From an optimization exercise on the open Yosys and OpenROAD flow, aimed at a short achievable clock period and few clock cycles; shortcuts taken in it are not production practice. Only the layout flow was run in this run; the RTL was not checked for function there. No activity file was given, so power comes from the tool's default toggle rates.

$ cat design/flow/config.mk
export PLATFORM = sky130hd
export DESIGN_NAME = round_robin_task_scheduler
export DESIGN_NICKNAME = round_robin_task_scheduler
export VERILOG_FILES = /design/flow/design.v
export SDC_FILE = /design/flow/constraint.sdc
export NUM_CORES = 4
export LEC_CHECK = 0
export ABC_CLOCK_PERIOD_IN_PS = 2000
export CAP_MARGIN = 20
export CORE_MARGIN = 2
export CORE_UTILIZATION = 40
export SETUP_SLACK_MARGIN = 5
export SLEW_MARGIN = 20
$ cat design/flow/constraint.sdc
create_clock -name core_clock -period 8.0 [get_ports {i_clk}]
set_input_delay 1.6000 -clock core_clock [delete_from_list [all_inputs] [get_ports {i_clk}]]
set_output_delay 1.6000 -clock core_clock [all_outputs]
set_load 0.01 [all_outputs]
$ cat design/flow/design.v
package rrts_pkg;
    localparam int CMD_W  = 3;
    localparam int TASK_W = 4;
    localparam int BOX_W  = 2;
    localparam int MSG_W  = 16;
    localparam int CFG_W  = 5;
    localparam int D_TASKS      = 16;
    localparam int D_MAILBOXES  = 4;
    localparam int D_FIFO_DEPTH = 8;
    localparam int D_MSG_WIDTH  = 16;
    localparam logic [CMD_W-1:0] CMD_START  = 3'd0;
    localparam logic [CMD_W-1:0] CMD_TICK   = 3'd1;
    localparam logic [CMD_W-1:0] CMD_FAULT  = 3'd2;
    localparam logic [CMD_W-1:0] CMD_EXIT   = 3'd3;
    localparam logic [CMD_W-1:0] CMD_SLEEP  = 3'd4;
    localparam logic [CMD_W-1:0] CMD_WAKEUP = 3'd5;
    localparam logic [CMD_W-1:0] CMD_SEND   = 3'd6;
    localparam logic [CMD_W-1:0] CMD_RECV   = 3'd7;
    localparam logic [1:0] ST_NONE   = 2'd0;
    localparam logic [1:0] ST_ACTIVE = 2'd1;
    localparam logic [1:0] ST_SLEEP  = 2'd2;
    localparam logic [1:0] ST_EXITED = 2'd3;
    typedef struct packed {
        logic [TASK_W-1:0] next_task;
        logic              all_idle;
        logic              ret_valid;
        logic [MSG_W-1:0]  ret_message;
        logic              wake_valid;
        logic [TASK_W-1:0] wake_task;
        logic [MSG_W-1:0]  wake_message;
        logic              dropped;
        logic              recv_refused;
    } t_res;
endpackage
module rrts_ram #(
    parameter int W     = 16,
    parameter int DEPTH = 32
) (
    input  logic                                    i_clk,
    input  logic                                    i_we,
    input  logic [((DEPTH > 1) ? $clog2(DEPTH) : 1)-1:0] i_waddr,
    input  logic [W-1:0]                            i_wdata,
    input  logic                                    i_re,
    input  logic [((DEPTH > 1) ? $clog2(DEPTH) : 1)-1:0] i_raddr,
    output logic [W-1:0]                            o_rdata
);
    logic [W-1:0] r_mem [DEPTH];
    logic [W-1:0] r_rdata;
    always_ff @(posedge i_clk) begin
        if (i_we) begin
            r_mem[i_waddr] <= i_wdata;
        end
        if (i_re) begin
            r_rdata <= r_mem[i_raddr];
        end
    end
    assign o_rdata = r_rdata;
endmodule
module rrts_wrap_add #(
    parameter int W = 8
) (
    input  logic [W-1:0] i_a,
    input  logic [W-1:0] i_b,
    input  logic [W-1:0] i_lim,
    output logic [W-1:0] o_sum,
    output logic         o_ge,
    output logic [W-1:0] o_wrap
);
    logic [W-1:0] sum;
    assign sum    = i_a + i_b;
    assign o_sum  = sum;
    assign o_ge   = (sum >= i_lim);
    assign o_wrap = o_ge ? (sum - i_lim) : sum;
endmodule
module round_robin_task_scheduler #(
    parameter int TASKS      = rrts_pkg::D_TASKS,
    parameter int MAILBOXES  = rrts_pkg::D_MAILBOXES,
    parameter int FIFO_DEPTH = rrts_pkg::D_FIFO_DEPTH,
    parameter int MSG_WIDTH  = rrts_pkg::D_MSG_WIDTH
) (
    input  logic                        i_clk,
    input  logic                        i_rst_n,
    input  logic                        i_cfg_we,
    input  logic [rrts_pkg::CFG_W-1:0]  i_cfg_data,
    input  logic                        i_cmd_valid,
    output logic                        o_cmd_ready,
    input  logic [rrts_pkg::CMD_W-1:0]  i_cmd_cmd,
    input  logic [rrts_pkg::TASK_W-1:0] i_cmd_target_task,
    input  logic [rrts_pkg::BOX_W-1:0]  i_cmd_box,
    input  logic [rrts_pkg::MSG_W-1:0]  i_cmd_message,
    output logic                        o_res_valid,
    input  logic                        i_res_ready,
    output logic [rrts_pkg::TASK_W-1:0] o_res_next_task,
    output logic                        o_res_all_idle,
    output logic                        o_res_ret_valid,
    output logic [rrts_pkg::MSG_W-1:0]  o_res_ret_message,
    output logic                        o_res_wake_valid,
    output logic [rrts_pkg::TASK_W-1:0] o_res_wake_task,
    output logic [rrts_pkg::MSG_W-1:0]  o_res_wake_message,
    output logic                        o_res_dropped,
    output logic                        o_res_recv_refused
);
    localparam int NT = 16;
    localparam int NB = 4;
    localparam int FD = 8;
    localparam int MW = 16;
    logic [4:0]    r_cfg;
    logic [NT-1:0] r_nmask;
    logic [NT-1:0] nmask_d;
    always_comb begin
        for (int i = 0; i < NT; i++) begin
            nmask_d[i] = (r_cfg == 5'd0) ? (i == 0) : (5'(i) < r_cfg);
        end
    end
    logic          r_ready;
    logic          accept;
    logic          c_start, c_fse, c_wake, c_send, c_recv, c_any;
    logic [NT-1:0] c_tgt;
    logic [NB-1:0] c_box;
    logic [MW-1:0] c_msg;
    assign accept = i_cmd_valid && r_ready;
    always_ff @(posedge i_clk) begin
        c_start <= i_rst_n && accept && (i_cmd_cmd == rrts_pkg::CMD_START);
        c_fse   <= i_rst_n && accept && ((i_cmd_cmd == rrts_pkg::CMD_FAULT) ||
                                         (i_cmd_cmd == rrts_pkg::CMD_EXIT) ||
                                         (i_cmd_cmd == rrts_pkg::CMD_SLEEP));
        c_wake  <= i_rst_n && accept && (i_cmd_cmd == rrts_pkg::CMD_WAKEUP);
        c_send  <= i_rst_n && accept && (i_cmd_cmd == rrts_pkg::CMD_SEND);
        c_recv  <= i_rst_n && accept && (i_cmd_cmd == rrts_pkg::CMD_RECV);
        c_any   <= i_rst_n && accept;
        for (int i = 0; i < NT; i++) c_tgt[i] <= (i_cmd_target_task == 4'(i));
        for (int b = 0; b < NB; b++) c_box[b] <= (i_cmd_box == 2'(b));
        c_msg <= i_cmd_message;
    end
    logic [NT-1:0] r_act;             
    logic [NT-1:0] r_cur;             
    logic [NT-1:0] r_gt;              
    logic [FD-1:0] r_occ [NB];        
    logic [MW-1:0] r_ent [NB][FD];    
    logic [NB-1:0] r_wv;              
    logic [NT-1:0] r_wt  [NB];        
    logic          s_wv, s_empty, s_full;
    logic [NT-1:0] s_wt;
    logic [MW-1:0] s_head;
    always_comb begin
        s_wv    = 1'b0;
        s_empty = 1'b0;
        s_full  = 1'b0;
        s_wt    = '0;
        s_head  = '0;
        for (int b = 0; b < NB; b++) begin
            s_wv    = s_wv    | (c_box[b] & r_wv[b]);
            s_empty = s_empty | (c_box[b] & !r_occ[b][0]);
            s_full  = s_full  | (c_box[b] & r_occ[b][FD-1]);
            s_wt    = s_wt    | ({NT{c_box[b]}} & r_wt[b]);
            s_head  = s_head  | ({MW{c_box[b]}} & r_ent[b][0]);
        end
    end
    logic e_wakeup;    
    logic e_drop;
    logic e_push;
    logic e_refuse;
    logic e_park;
    logic e_pop;
    assign e_wakeup = c_send && s_wv;
    assign e_drop   = c_send && !s_wv && s_full;
    assign e_push   = c_send && !s_wv && !s_full;
    assign e_refuse = c_recv && s_wv;
    assign e_park   = c_recv && !s_wv && s_empty;
    assign e_pop    = c_recv && !s_wv && !s_empty;
    logic [NT-1:0] clr, set, nact, av, hi, phi, pav;
    logic          any_hi, any_av;
    logic [NT-1:0] cur_hi, cur_av, gt_hi, gt_av;
    always_comb begin
        clr  = r_cur & {NT{c_fse | e_park}};
        set  = (c_tgt & {NT{c_wake}}) | (s_wt & {NT{e_wakeup}});
        nact = c_start ? (r_act | r_nmask) : ((r_act & ~clr) | set);
        av   = nact & r_nmask;
        hi   = av & r_gt;
        phi[0] = hi[0];
        pav[0] = av[0];
        for (int i = 1; i < NT; i++) begin
            phi[i] = phi[i-1] | hi[i];
            pav[i] = pav[i-1] | av[i];
        end
        any_hi = phi[NT-1];
        any_av = pav[NT-1];
        gt_hi  = {phi[NT-2:0], 1'b0};
        gt_av  = {pav[NT-2:0], 1'b0};
        cur_hi = hi & ~gt_hi;
        cur_av = av & ~gt_av;
    end
    logic          r_rv;
    logic          r_idle, r_retv, r_wakev, r_drop, r_ref;
    logic [MW-1:0] r_retm, r_wakem;
    logic [NT-1:0] r_waket;
    always_ff @(posedge i_clk) begin
        if (!i_rst_n) begin
            r_cfg   <= 5'd1;
            r_nmask <= 16'd1;
            r_act   <= '0;
            r_cur   <= 16'd1;
            r_gt    <= ~16'd1;
            r_wv    <= '0;
            for (int b = 0; b < NB; b++) r_occ[b] <= '0;
            r_rv    <= 1'b0;
        end else begin
            if (i_cfg_we) r_cfg <= i_cfg_data;
            r_nmask <= nmask_d;
            r_rv    <= c_any;
            if (c_any) begin
                r_act <= nact;
                if (c_start) begin
                    r_cur <= 16'd1;
                    r_gt  <= ~16'd1;
                end else if (any_hi) begin
                    r_cur <= cur_hi;
                    r_gt  <= gt_hi;
                end else if (any_av) begin
                    r_cur <= cur_av;
                    r_gt  <= gt_av;
                end
            end
            for (int b = 0; b < NB; b++) begin
                if (c_box[b]) begin
                    if (e_wakeup) r_wv[b] <= 1'b0;
                    if (e_park) begin
                        r_wv[b] <= 1'b1;
                    end
                    if (e_push) r_occ[b] <= {r_occ[b][FD-2:0], 1'b1};
                    if (e_pop)  r_occ[b] <= {1'b0, r_occ[b][FD-1:1]};
                end
            end
        end
        for (int b = 0; b < NB; b++) begin
            if (c_box[b] && e_park) r_wt[b] <= r_cur;
            for (int j = 0; j < FD; j++) begin
                if (c_box[b] && e_pop) begin
                    if (j < FD - 1) r_ent[b][j] <= r_ent[b][j+1];
                end else if (c_box[b] && e_push && !r_occ[b][j] &&
                             ((j == 0) || r_occ[b][(j == 0) ? 0 : j-1])) begin
                    r_ent[b][j] <= c_msg;
                end
            end
        end
        r_idle  <= !c_start && !any_av;
        r_retv  <= e_pop;
        r_retm  <= e_pop ? s_head : '0;
        r_wakev <= e_wakeup;
        r_waket <= e_wakeup ? s_wt : '0;
        r_wakem <= e_wakeup ? c_msg : '0;
        r_drop  <= e_drop;
        r_ref   <= e_refuse;
    end
    rrts_pkg::t_res w_res;
    logic [3:0]     cur_bin, wake_bin;
    always_comb begin
        cur_bin  = '0;
        wake_bin = '0;
        for (int i = 0; i < NT; i++) begin
            if (r_cur[i])   cur_bin  = cur_bin  | 4'(i);
            if (r_waket[i]) wake_bin = wake_bin | 4'(i);
        end
        w_res              = '0;
        w_res.next_task    = cur_bin;
        w_res.all_idle     = r_idle;
        w_res.ret_valid    = r_retv;
        w_res.ret_message  = r_retm;
        w_res.wake_valid   = r_wakev;
        w_res.wake_task    = wake_bin;
        w_res.wake_message = r_wakem;
        w_res.dropped      = r_drop;
        w_res.recv_refused = r_ref;
    end
    rrts_pkg::t_res r_q [4];
    logic [1:0]     r_qwr, r_qrd;
    logic [2:0]     r_qn;             
    rrts_pkg::t_res r_head;
    logic           r_hv;
    logic [2:0]     r_inflight;       
    logic           take, load, qne;
    rrts_pkg::t_res q_next;
    assign take   = i_res_ready && r_hv;
    assign load   = take || !r_hv;
    assign qne    = (r_qn != 3'd0);
    assign q_next = qne ? r_q[r_qrd] : w_res;
    always_ff @(posedge i_clk) begin
        if (r_rv) r_q[r_qwr] <= w_res;
        if (load) r_head <= q_next;
        if (!i_rst_n) begin
            r_qwr      <= '0;
            r_qrd      <= '0;
            r_qn       <= '0;
            r_hv       <= 1'b0;
            r_inflight <= '0;
            r_ready    <= 1'b1;
        end else begin
            if (r_rv) r_qwr <= r_qwr + 2'd1;
            if (load && (qne || r_rv)) r_qrd <= r_qrd + 2'd1;
            r_qn <= r_qn + 3'(r_rv) - 3'(load && (qne || r_rv));
            if (load) r_hv <= qne || r_rv;
            r_inflight <= r_inflight + 3'(accept) - 3'(take);
            case (r_inflight)
                3'd0, 3'd1, 3'd2: r_ready <= 1'b1;
                3'd3:             r_ready <= !(accept && !take);
                default:          r_ready <= take;
            endcase
        end
    end
    assign o_cmd_ready = r_ready;
    assign o_res_valid        = r_hv;
    assign o_res_next_task    = r_head.next_task;
    assign o_res_all_idle     = r_head.all_idle;
    assign o_res_ret_valid    = r_head.ret_valid;
    assign o_res_ret_message  = r_head.ret_message;
    assign o_res_wake_valid   = r_head.wake_valid;
    assign o_res_wake_task    = r_head.wake_task;
    assign o_res_wake_message = r_head.wake_message;
    assign o_res_dropped      = r_head.dropped;
    assign o_res_recv_refused = r_head.recv_refused;
endmodule
$ cat design/flow/run.sh
#!/bin/bash
# synth_recipe.tcl (not shown) runs the flow's synth.tcl, then flattens the netlist and writes it again
# the make line also repeats each setting of config.mk as NAME=value (left out here)
make -C /OpenROAD-flow-scripts/flow DESIGN_CONFIG=/design/flow/config.mk WORK_HOME=/design/flow/orfs CLKGATE_MAP_FILE= SYNTH_SCRIPT=/design/flow/synth_recipe.tcl finish
==> results.txt <==
==> cells by family after synthesis <==
| kind of cell | Yosys count |
|---|---|
| adder cells (fa/ha/maj) | 10 |
| flip-flops | 835 |
| multiplexers | 16 |
| AO/OA/AOI/OAI | 815 |
| other | 1 |
| buffers and inverters | 236 |
| XOR/XNOR | 7 |
| AND/OR/NAND/NOR | 509 |
==> layout by cell type (no fill, tap or decap), types with 15 or more instances in the layout <==
cell type,instances
o21ai_0,15
buf_4,102
nand3_1,15
nand2_1,120
clkbuf_16,88
o21a_1,19
nand2b_1,28
clkbuf_1,26
dfxtp_1,204
a311oi_1,24
nor4_1,16
o21ai_1,22
and2_1,115
edfxtp_1,625
clkdlybuf4s50_1,33
nor2_1,94
buf_6,15
inv_1,40
a21oi_1,76
dlygate4sd2_1,44
a21o_1,450
nor3_1,25
a22oi_1,69
==> registers in the layout, indices dropped and copies added, names as in the netlist, 32 cells and up <==
name / flops
r_ent: 512
r_head: 45
r_occ: 32
r_wt: 64
==> worst min-delay path, cell delays in order, from the launching register on <==
cell and delay [ns]:
dfxtp_1 0.29, inv_1 0.07, a221oi_1 0.08
==> final timing paths <==
path | depth (start not counted) | to | start
max | 7 | r_cur[2] | i_rst_n
min | 2 | r_act[9] | r_act[9]
max reg2reg | 12 | r_cur[2] | c_box[1]
min reg2reg | 2 | r_act[9] | r_act[9]
==> power groups by stage <==
stage	combinational, mW	clock [mW]	sequential (mW)
detailed placement	0.655	0	4.95
CTS	0.736	4.08	4.87
floorplan	0.412	0	4.92
finish	0.759	3.99	4.86
global route	0.827	4.24	4.87
global placement	0.640	0	4.95
==> cell type report <==
type / count / area [sq um] / area share
inverter: 44 / 176 / 0.00450
sequential: 835 / 23000 / 0.586
clock inverter: 42 / 458 / 0.0117
tap: 1070 / 1340 / 0.0341
antenna: 1 / 2.50 / 0.0000638
clock buffer: 120 / 2380 / 0.0607
multi-input combinational: 1365 / 9740 / 0.248
timing repair buffer: 218 / 2140 / 0.0546
==> per-stage QoR <==
stage           util  worst slack [ns]  std cells  hold slack, ns  instance area, sq um
6_report       0.480              4.69       3695           0.495                 39200
5_1_grt        0.480              4.67       3694           0.508                 39200
4_1_cts        0.477              4.75       3678           0.491                 39000
3_5_place_dp   0.426              3.44       3440           0.472                 34800
3_3_place_gp   0.426              3.57       3440           0.466                 34800
2_1_floorplan      -              4.49       2429           0.437                 32900
==> per-layer routing <==
| metal | track usage | vias to the layer above |
|---|---|---|
| met1 | 0.288 | 10368 |
| met4 | 0.0757 | 0 |
| li1 | - | 9357 |
| met2 | 0.299 | 832 |
| met5 | 0 | - |
| met3 | 0.0356 | 177 |
==> Yosys cell counts, drive strengths merged, types with 9 or more instances <==
library cell	n	area share
edfxtp	625	0.57
o21a	23	0.0055
nand3b	9	0.0021
nor2b	10	0.0019
nand2b	29	0.0055
mux2i	13	0.0040
nand3	19	0.0029
a21boi	14	0.0032
nor3	32	0.0049
a21oi	79	0.012
a21o	451	0.10
o21ai	52	0.0084
a211oi	9	0.0021
clkbuf	159	0.018
nor4	17	0.0032
a22o	9	0.0024
dfxtp	210	0.13
a311oi	24	0.0064
a31oi	11	0.0021
buf	33	0.0050
a221oi	9	0.0024
nand2	130	0.015
inv	44	0.0050
a22oi	74	0.018
nor2	104	0.012
and2	127	0.024
==> what timing repair did <==
| item | in CTS | in global routing |
|---|---|---|
| hold buffers | 0 | 0 |
| hold endpoints to repair | 0 | 0 |
| resized for setup | 189 | 37 |
| buffers inserted | 63 | 15 |
| setup endpoints to repair | 1073 | 596 |
| gates cloned | 13 | 1 |
| pin swaps | 39 | 17 |
==> summary.md <==
| Metric | Value |
|---|---|
| Hold crit path type | `reg2reg` |
| Cell count after synthesis | `2,429` |
| Worst path required time | `8.60 ns` |
| CP arrival | `3.90 ns` |
| Number of global-route vias before repair | `20,017` |
| Critical Path Fanout Max | `26` |
| Worst slew pin tran | `0.961 ns` |
| Worst skew pair latency | `0.65 ns` |
| Yosys reg bits | `835` |
| IO Port Bufs | `81` |
| Pwr per Cell Area | `245 nW/um^2` |
| Leakage dissipation | `15.6 nW` |
| Clock-pin slew on the worst setup and hold paths | `0.06 ns` |
| Adder-cell share of the synthesized area | `0.00426` |
| GRT Util Overall | `0.199` |
| GP Congestion | `0.913` |
| First-pass iteration count of the detailed router | `5` |
| WP buf/inv | `2` |
| Synth Area in Compound Gates | `0.182` |
| Yosys warning count | `4` |
| Syn Area/Cell | `13.5 sq um` |
| Fin crit period | `3.31 ns` |
| Total power | `9.62 mW` |
| Routed WL | `85,500 microns` |
| Crit. End Element | `flip-flop` |
| Post-synth top flop | `edfxtp_1` |
| Avg Vias per Cell | `5.61` |
| Final setup skew | `0.0388 ns` |
| Netlist cell types | `82` |
| Int Power | `7.40 mW` |
| WL met2 | `37,800 microns` |
| Core area | `81,700 sq um` |
| Crit-path slowest cell | `clkdlybuf4s50_1` |
| Reg power frac | `0.506` |
| Largest net degree at the start of global routing | `114` |
| Die boundary width | `291 microns` |
| Cell-by-cell listing of the critical path | `clkdlybuf4s50_1 -> buf_4 -> nand2_1 -> nor2_2 -> o21ai_4 -> a211oi_1 -> a22o_1` |
| Die area | `84,500 sq um` |
| Fillers | `7,117` |
| Met3 wire len | `6280 microns` |
| Outcome | `timing/DRC/antenna clean` |
| Initial Utilization | `0.402` |
| Final ANT Viol Nets | `0` |
| Io pins | `82` |
| Synthesized area | `32,900 sq um` |
| Avg WL per Cell | `23.2 microns` |
| Core Rows | `105` |
| Clock power frac | `0.415` |
| Post-synth EDFFs | `625` |
| Final setup fails | `0` |
| H-tree levels | `3` |
| Setup crit start kind | `input port` |
| Comb power frac | `0.079` |
| R2r setup slk | `4.74 ns` |
| DR iter-0 viols | `2,184` |
| Crit Path Class | `in2reg` |
| Post-synthesis mux area share | `0.00544` |
| Share of cells above drive strength 1 | `0.149` |
| Remaining routing DRC violations | `0` |
| Post-Synth Simple-Gate Area | `0.0794` |
| TNS Setup | `0 ns` |
| Slew Viols, Final | `0` |
| Root buffer cell | `clkbuf_16` |
| Peak supply drop | `184 uV` |
| Synthesized Nets | `2,474` |
| Seq/Total Area, Yosys | `0.699` |
| Delay-heaviest family, CP | `buffers and inverters` |
| Sw Ratio | `0.231` |
| P_sw | `2.22 mW` |
| Max Buffers Root-to-Sink | `3` |
| Clock sinks | `835` |
| CP max stage delay | `0.46 ns` |
| Tcrit/Tclk final | `0.413` |
| Async SR Flop Fraction | `0` |
| Hold Vio Cnt, Final | `0` |
| FMAX | `302 MHz` |
| Die H | `291 microns` |
| Initial antenna violation count | `4` |
| Clock buffer count from CTS | `87` |
| M1 WL | `38,100 microns` |
| Area share of xor/xnor cells in the synthesized design | `0.00187` |
| Max Used Layer | `met4` |
| Grt ovf | `0` |
| DR vias | `20,734` |
| Detailed Place HPWL | `51,400 microns` |
| Max cap viols | `0` |
| CTS tree | `built` |
| Unrepaired setup endpoints after global routing | `yes` |
| First-pass GRT wire length | `128,000 microns` |
| Area grow syn2layout | `19.4%` |
| Relative slew slack | `0.358` |
| Largest family of logic cells by synthesized area | `compound AO/OA/AOI/OAI gates` |
| Nets | `2,596` |

[static timing again, ports no longer ideal]
In the flow no input, the clock included, has a driving cell. The finished layout below was timed again as built, in two steps. Step 1 (the two cells are an assumption about what drives the block):
set clk [get_ports {i_clk}]
set_driving_cell -lib_cell sky130_fd_sc_hd__clkbuf_16 $clk
set_driving_cell -lib_cell sky130_fd_sc_hd__buf_2 [delete_from_list [all_inputs] $clk]
Step 2, shift: input delay + t, output delay - t, t = (earliest + latest rising clock arrival at the registers) / 2. This alone moves slack from input paths to output paths. a / b / c = ideal ports / drivers / drivers and shift; a / b = the first two.
t, ns: 0.704
setup slack, ns: 4.693 / 4.736 / 4.033
worst setup path at the end: input to register
clock arrival spread, ns: 0.039 / 0.039
worst slew at a driven data input, ns: 0.07
After both steps setup and hold are still met in this run. The setup slack of this run moves by +0.043 ns with the drivers and by -0.660 ns with both steps.
